Source: an optimization exercise on an open RTL-to-GDS flow (aim: small area, a short achievable clock period and few clock cycles). Production flows keep margins and buffers that such runs may drop.
Function was checked by simulation only, so behaviour that the tests miss may differ from the original.

## snn_conv_quant
module snn_conv_quant (
    input  logic       clk,
    input  logic       rst_n,
    input  logic       in_valid,
    input  logic [7:0] img,
    input  logic [7:0] ker,
    input  logic       mode,
    output logic       out_valid,
    output logic [7:0] out_data
);
    localparam int L = 2;           
    localparam int C = 35 - L;      
    logic [5:0] r_cnt;      
    logic       r_busy;     
    logic       r_mode;
    logic       w_done;     
    assign w_done = in_valid && !r_busy && (r_cnt == 6'd35);
    always_ff @(posedge clk or negedge rst_n) begin
        if (!rst_n)
            r_cnt <= '0;
        else if (in_valid && !r_busy && r_cnt != 6'd35)
            r_cnt <= r_cnt + 1'b1;
        else
            r_cnt <= '0;
    end
    always_ff @(posedge clk) begin
        if (!r_busy && r_cnt == 6'd0)
            r_mode <= mode;
    end
    logic [35:0][7:0] r_img;    
    logic [8:0][7:0]  r_ker;
    logic             w_kload, w_kshift;
    assign w_kload  = (r_cnt < 6'd9);
    assign w_kshift = !r_busy && (w_kload || (!r_mode && r_cnt < 6'd15));
    always_ff @(posedge clk) begin
        r_img[0] <= r_busy ? r_img[35] : img;
        for (int i = 1; i < 36; i++)
            r_img[i] <= r_img[i-1];
        if (w_kshift) begin
            r_ker[8] <= w_kload ? ker : r_ker[0];
            for (int i = 0; i < 8; i++)
                r_ker[i] <= r_ker[i+1];
        end
    end
    logic [5:0] r_rr, r_rc, w_rr_n, w_rc_n;
    always_comb begin
        if (!r_busy && r_cnt == 6'(C)) begin
            w_rr_n = 6'b000001;
            w_rc_n = 6'b000001;
        end else begin
            w_rc_n = {r_rc[4:0], r_rc[5]};
            w_rr_n = r_rc[5] ? {r_rr[4:0], r_rr[5]} : r_rr;
        end
    end
    always_ff @(posedge clk) begin
        r_rr <= w_rr_n;
        r_rc <= w_rc_n;
    end
    logic w_v0, w_last0;
    assign w_v0    = r_mode || (!r_rr[4] && !r_rr[5] && !r_rc[0] && !r_rc[5]);
    assign w_last0 = r_mode ? (r_rr[5] && r_rc[5]) : (r_rr[3] && r_rc[4]);
    function automatic logic [7:0] px(input int a, input int b);
        px = r_img[(C - 6*a - b + 36) % 36];
    endfunction
    logic [8:0][7:0] w_x;
    logic [8:0][7:0] w_k;
    assign w_k = r_ker;
    logic              r_v1, r_last1;
  ...
For scale: roughly 2200 cells after synthesis, ~430 flip-flops, roughly 28000 sq um of cells after synthesis.
==> flow/config.mk <==
export PLATFORM = sky130hd
export DESIGN_NAME = snn_conv_quant
export DESIGN_NICKNAME = snn_conv_quant
export VERILOG_FILES = /design/flow/design.v
export SDC_FILE = /design/flow/constraint.sdc
export NUM_CORES = 4
export LEC_CHECK = 0
export ABC_CLOCK_PERIOD_IN_PS = 5000
export CAP_MARGIN = 20
export CORE_MARGIN = 2
export CORE_UTILIZATION = 60
export CTS_CLUSTER_DIAMETER = 100
export CTS_CLUSTER_SIZE = 32
export SLEW_MARGIN = 20
export SYNTH_HIERARCHICAL = 1
==> flow/constraint.sdc <==
create_clock -name core_clock -period 25.0 [get_ports {clk}]
set_input_delay 5.0000 -clock core_clock [delete_from_list [all_inputs] [get_ports {clk}]]
set_output_delay 5.0000 -clock core_clock [all_outputs]
set_load 0.01 [all_outputs]
standard.sh (not shown) runs the stock make flow with config.mk's settings and CLKGATE_MAP_FILE= SYNTH_SCRIPT=/design/flow/synth_recipe.tcl, a recipe that flattens the netlist after the stock synthesis.
==> flow/flow/run.sh <==
#!/bin/bash
set -euo pipefail
export BUFFER_PORTS_ARGS="-buffer_cell sky130_fd_sc_hd__buf_4"
export SETUP_SLACK_MARGIN=18.7
export SKIP_GATE_CLONING=1
bash standard.sh > standard.log 2>&1
The first run went through all stages and came out clean.
Testbench counts at the start, summed over its fixed seeds: cycles 13,044.
Edit:
==> flow/flow/run.sh (replaced) <==
#!/bin/bash
set -euo pipefail
export BUFFER_PORTS_ARGS="-buffer_cell sky130_fd_sc_hd__buf_4"
export SETUP_SLACK_MARGIN=18.8
export SKIP_GATE_CLONING=1
bash standard.sh > standard.log 2>&1
--- a/flow/config.mk
+++ b/flow/config.mk
@@ -10,5 +10,5 @@
 export CORE_MARGIN = 2
-export CORE_UTILIZATION = 60
-export CTS_CLUSTER_DIAMETER = 100
-export CTS_CLUSTER_SIZE = 32
+export CORE_UTILIZATION = 50
+export CTS_CLUSTER_DIAMETER = 80
+export CTS_CLUSTER_SIZE = 25
 export SLEW_MARGIN = 20
The changed run finished clean.
Flip-flop and latch count stays the same.
Non-clock buffer count rose by 14.
Register-to-register slack improves by 0.13 ns.
Hold slack is about the same.
Count of clock-buffer cells in the layout came out higher by 8.
Synthesized area does not change.
Fmax goes up by 1.6%.
Final area is higher by 1.3%.
First-iteration DRC count shrinks by 8.7%.
Edit:
--- a/flow/config.mk
+++ b/flow/config.mk
@@ -10,5 +10,5 @@
 export CORE_MARGIN = 2
-export CORE_UTILIZATION = 50
-export CTS_CLUSTER_DIAMETER = 80
-export CTS_CLUSTER_SIZE = 25
+export CORE_UTILIZATION = 70
+export CTS_CLUSTER_DIAMETER = 100
+export CTS_CLUSTER_SIZE = 32
 export SLEW_MARGIN = 20
Via count climbs by 7.6%. Worst setup slack is worse by 0.0063 ns. Non-clock buffer count drops by 1. Area after synthesis is unchanged. Global-route usage climbs by 15 points. Clock-buffer cell count drops by 9.

* * *

Starting RTL as in the previous note.
==> flow/config.mk <==
export PLATFORM = sky130hd
export DESIGN_NAME = snn_conv_quant
export DESIGN_NICKNAME = snn_conv_quant
export VERILOG_FILES = /design/flow/design.v
export SDC_FILE = /design/flow/constraint.sdc
export NUM_CORES = 4
export LEC_CHECK = 0
export ABC_CLOCK_PERIOD_IN_PS = 5000
export CAP_MARGIN = 20
export CORE_MARGIN = 2
export CORE_UTILIZATION = 45
export CTS_CLUSTER_DIAMETER = 100
export CTS_CLUSTER_SIZE = 32
export SLEW_MARGIN = 20
export SYNTH_HIERARCHICAL = 1
==> flow/constraint.sdc <==
create_clock -name core_clock -period 25.0 [get_ports {clk}]
set_input_delay 5.0000 -clock core_clock [delete_from_list [all_inputs] [get_ports {clk}]]
set_output_delay 5.0000 -clock core_clock [all_outputs]
set_load 0.01 [all_outputs]
==> flow/flow/run.sh <==
#!/bin/bash
set -euo pipefail
export BUFFER_PORTS_ARGS="-buffer_cell sky130_fd_sc_hd__buf_4"
export SETUP_SLACK_MARGIN=18.8
export SKIP_GATE_CLONING=1
bash standard.sh > standard.log 2>&1
Testbench counts at the start, summed over its fixed seeds: cycles 13,044.
Change:
==> flow/flow/run.sh (replaced) <==
#!/bin/bash
set -euo pipefail
export BUFFER_PORTS_ARGS="-buffer_cell sky130_fd_sc_hd__buf_4"
export SETUP_SLACK_MARGIN=19.0
export SKIP_GATE_CLONING=1
bash standard.sh > standard.log 2>&1
CORE_UTILIZATION = 60   (was 45)
=>
- wire length falls by 2.8%
- non-clock buffer count rose by 3
- hold slack loses 0.013 ns
- setup slack improves by 0.042 ns
- cell area barely changes
- critical path depth drops by 12
- sequential cell count is unchanged
- fmax climbs by 0.68%
Change:
==> flow/flow/run.sh (replaced) <==
#!/bin/bash
set -euo pipefail
export BUFFER_PORTS_ARGS="-buffer_cell sky130_fd_sc_hd__buf_4"
export SETUP_SLACK_MARGIN=18.8
export SKIP_GATE_CLONING=1
bash standard.sh > standard.log 2>&1
CORE_UTILIZATION = 50   (was 60)
Outcome:
- flip-flop and latch count stays the same
- routed wire length is higher by 1.2%
- sequential share of layout area grows by 0.19 points
- cell area went down by 0.91%
- global-route usage went down by 6.0 points
- synthesized cell count does not change
- worst setup slack is about the same

* * *

== job 7468 ==
snn_conv_quant, a different RTL version from the one above (not shown whole).
For scale: ~450 flip-flops, roughly 29 I/O pins, about 0.029 mm^2 of cells after synthesis.
## snn_conv_quant
module snn_conv_quant (
    input  logic       clk,
    input  logic       rst_n,
    input  logic       in_valid,
    input  logic [7:0] img,
    input  logic [7:0] ker,
    input  logic       mode,
    output logic       out_valid,
    output logic [7:0] out_data
);
clock: 25.0 ns
lec_check: 0
abc_clock_period_in_ps: 5000
cap_margin: 20
core_margin: 2
core_utilization: 60
slew_margin: 20
synth_hierarchical: 1
==> flow/flow/run.sh <==
#!/bin/bash
set -euo pipefail
export BUFFER_PORTS_ARGS="-buffer_cell sky130_fd_sc_hd__buf_4"
export SETUP_SLACK_MARGIN=19.0
export SKIP_GATE_CLONING=1
bash standard.sh > standard.log 2>&1
Job 7468: PASS, flow complete, no timing, DRC or antenna violations
Testbench counts of job 7468, summed over its fixed seeds: cycles 13,044.
Here is what was changed in the inputs of job 9093 compared with job 7468.
==> flow/flow/run.sh <==
#!/bin/bash
set -euo pipefail
export BUFFER_PORTS_ARGS="-buffer_cell sky130_fd_sc_hd__buf_4"
export SETUP_SLACK_MARGIN=18.8
export SKIP_GATE_CLONING=1
bash standard.sh > standard.log 2>&1
==> run notes <==
Compared with job 7468, job 9093 shows final cycle utilization of the critical path higher by 0.29 points. Compared with job 7468, job 9093 instantiates a smaller number of cells. Job 7468 → job 9093: filler cell count in the final layout held. The clock network contribution to total cell area of job 9093 and that of job 7468 are within noise of each other. Row cell area after layout: job 9093 lower / job 7468 higher.
Changes in job 5841 relative to job 9093:
- an added CTS_CLUSTER_SIZE of 32
- an added CTS_CLUSTER_DIAMETER of 100
==> flow/flow/run.sh <==
#!/bin/bash
set -euo pipefail
export BUFFER_PORTS_ARGS="-buffer_cell sky130_fd_sc_hd__buf_4"
export SETUP_SLACK_MARGIN=19.0
export SKIP_GATE_CLONING=1
bash standard.sh > standard.log 2>&1
--- outcome ---
- Job 5841 ends up with lower count of routing violations after the opening detailed-route iteration than job 9093 does.
- The higher area occupied by multi-input gates came out of job 5841.
- Proportion of cell area spent on the clock network, job 5841 and job 9093, higher one = job 9093.
- Looking at number of buffers inserted to repair setup after CTS, job 5841 sits 1 higher than job 9093 does.
- Via count was higher in job 9093 than in job 5841.
- Job 5841 vs. job 9093: area taken by flip-flops and latches essentially unchanged, final area decreased about 2.4%.
Input changes introduced in job 1724 (baseline for comparison: job 5841):
- CTS_CLUSTER_SIZE now 25, was 32
- CORE_UTILIZATION now 70, was 60
- CTS_CLUSTER_DIAMETER now 80, was 100
--- outcome ---
- In the flow results for job 1724 and job 5841, the sum of routed wire segments on met1 is larger on job 5841.
- The lower non-clock buffer count came out of job 5841.
- On total via count after detailed routing, job 5841 beats job 1724.
- Compared with job 5841, job 1724 instantiates a smaller number of cells.
- Diff job 5841 -> job 1724: maximum frequency held.

## static timing again, ports no longer ideal
Ports are ideal in the flow. The routed layouts listed here were re-timed in OpenROAD. Step 1, drivers: a clkbuf_16 drives clk and a buf_2 each remaining input, both assumed. Step 2 also shifts input and output timing later by t, the mid clock arrival at the registers, as if the neighbouring blocks saw the same clock. a / b / c = ideal ports / drivers / drivers and shift; a / b = the first two.
| run | t (ns) | setup slack, ns | worst register clock-pin slew, ns | worst slew at a driven data input, ns | pins driven straight from the clock port |
|---|---|---|---|---|---|
| the first run of note 1 | 0.637 | 18.775 / 18.775 / 18.775 | 0.12 / 0.12 | 0.05 | 1 |
| the second run of note 1 | 0.663 | 18.870 / 18.809 / 18.898 | 0.11 / 0.11 | 0.05 | 1 |
| the third run of note 1 | 0.631 | 18.864 / 18.839 / 18.864 | 0.12 / 0.12 | 0.04 | 1 |
| the first run of note 2 | 0.655 | 18.843 / 18.788 / 18.843 | 0.12 / 0.12 | 0.05 | 1 |
| the second run of note 2 | 0.637 | 18.885 / 18.829 / 19.028 | 0.12 / 0.12 | 0.05 | 1 |
| the third run of note 2 | 0.647 | 18.882 / 18.820 / 18.895 | 0.12 / 0.12 | 0.05 | 1 |
| job 7468 | 0.645 | 18.921 / 18.861 / 19.052 | 0.07 / 0.07 | 0.04 | 1 |
| job 9093 | 0.645 | 18.848 / 18.848 / 18.848 | 0.07 / 0.07 | 0.04 | 1 |
| job 5841 | 0.625 | 18.912 / 18.849 / 19.033 | 0.12 / 0.12 | 0.04 | 1 |
| job 1724 | 0.647 | 18.895 / 18.840 / 19.021 | 0.11 / 0.11 | 0.04 | 1 |
After both steps every run listed still meets setup and hold.
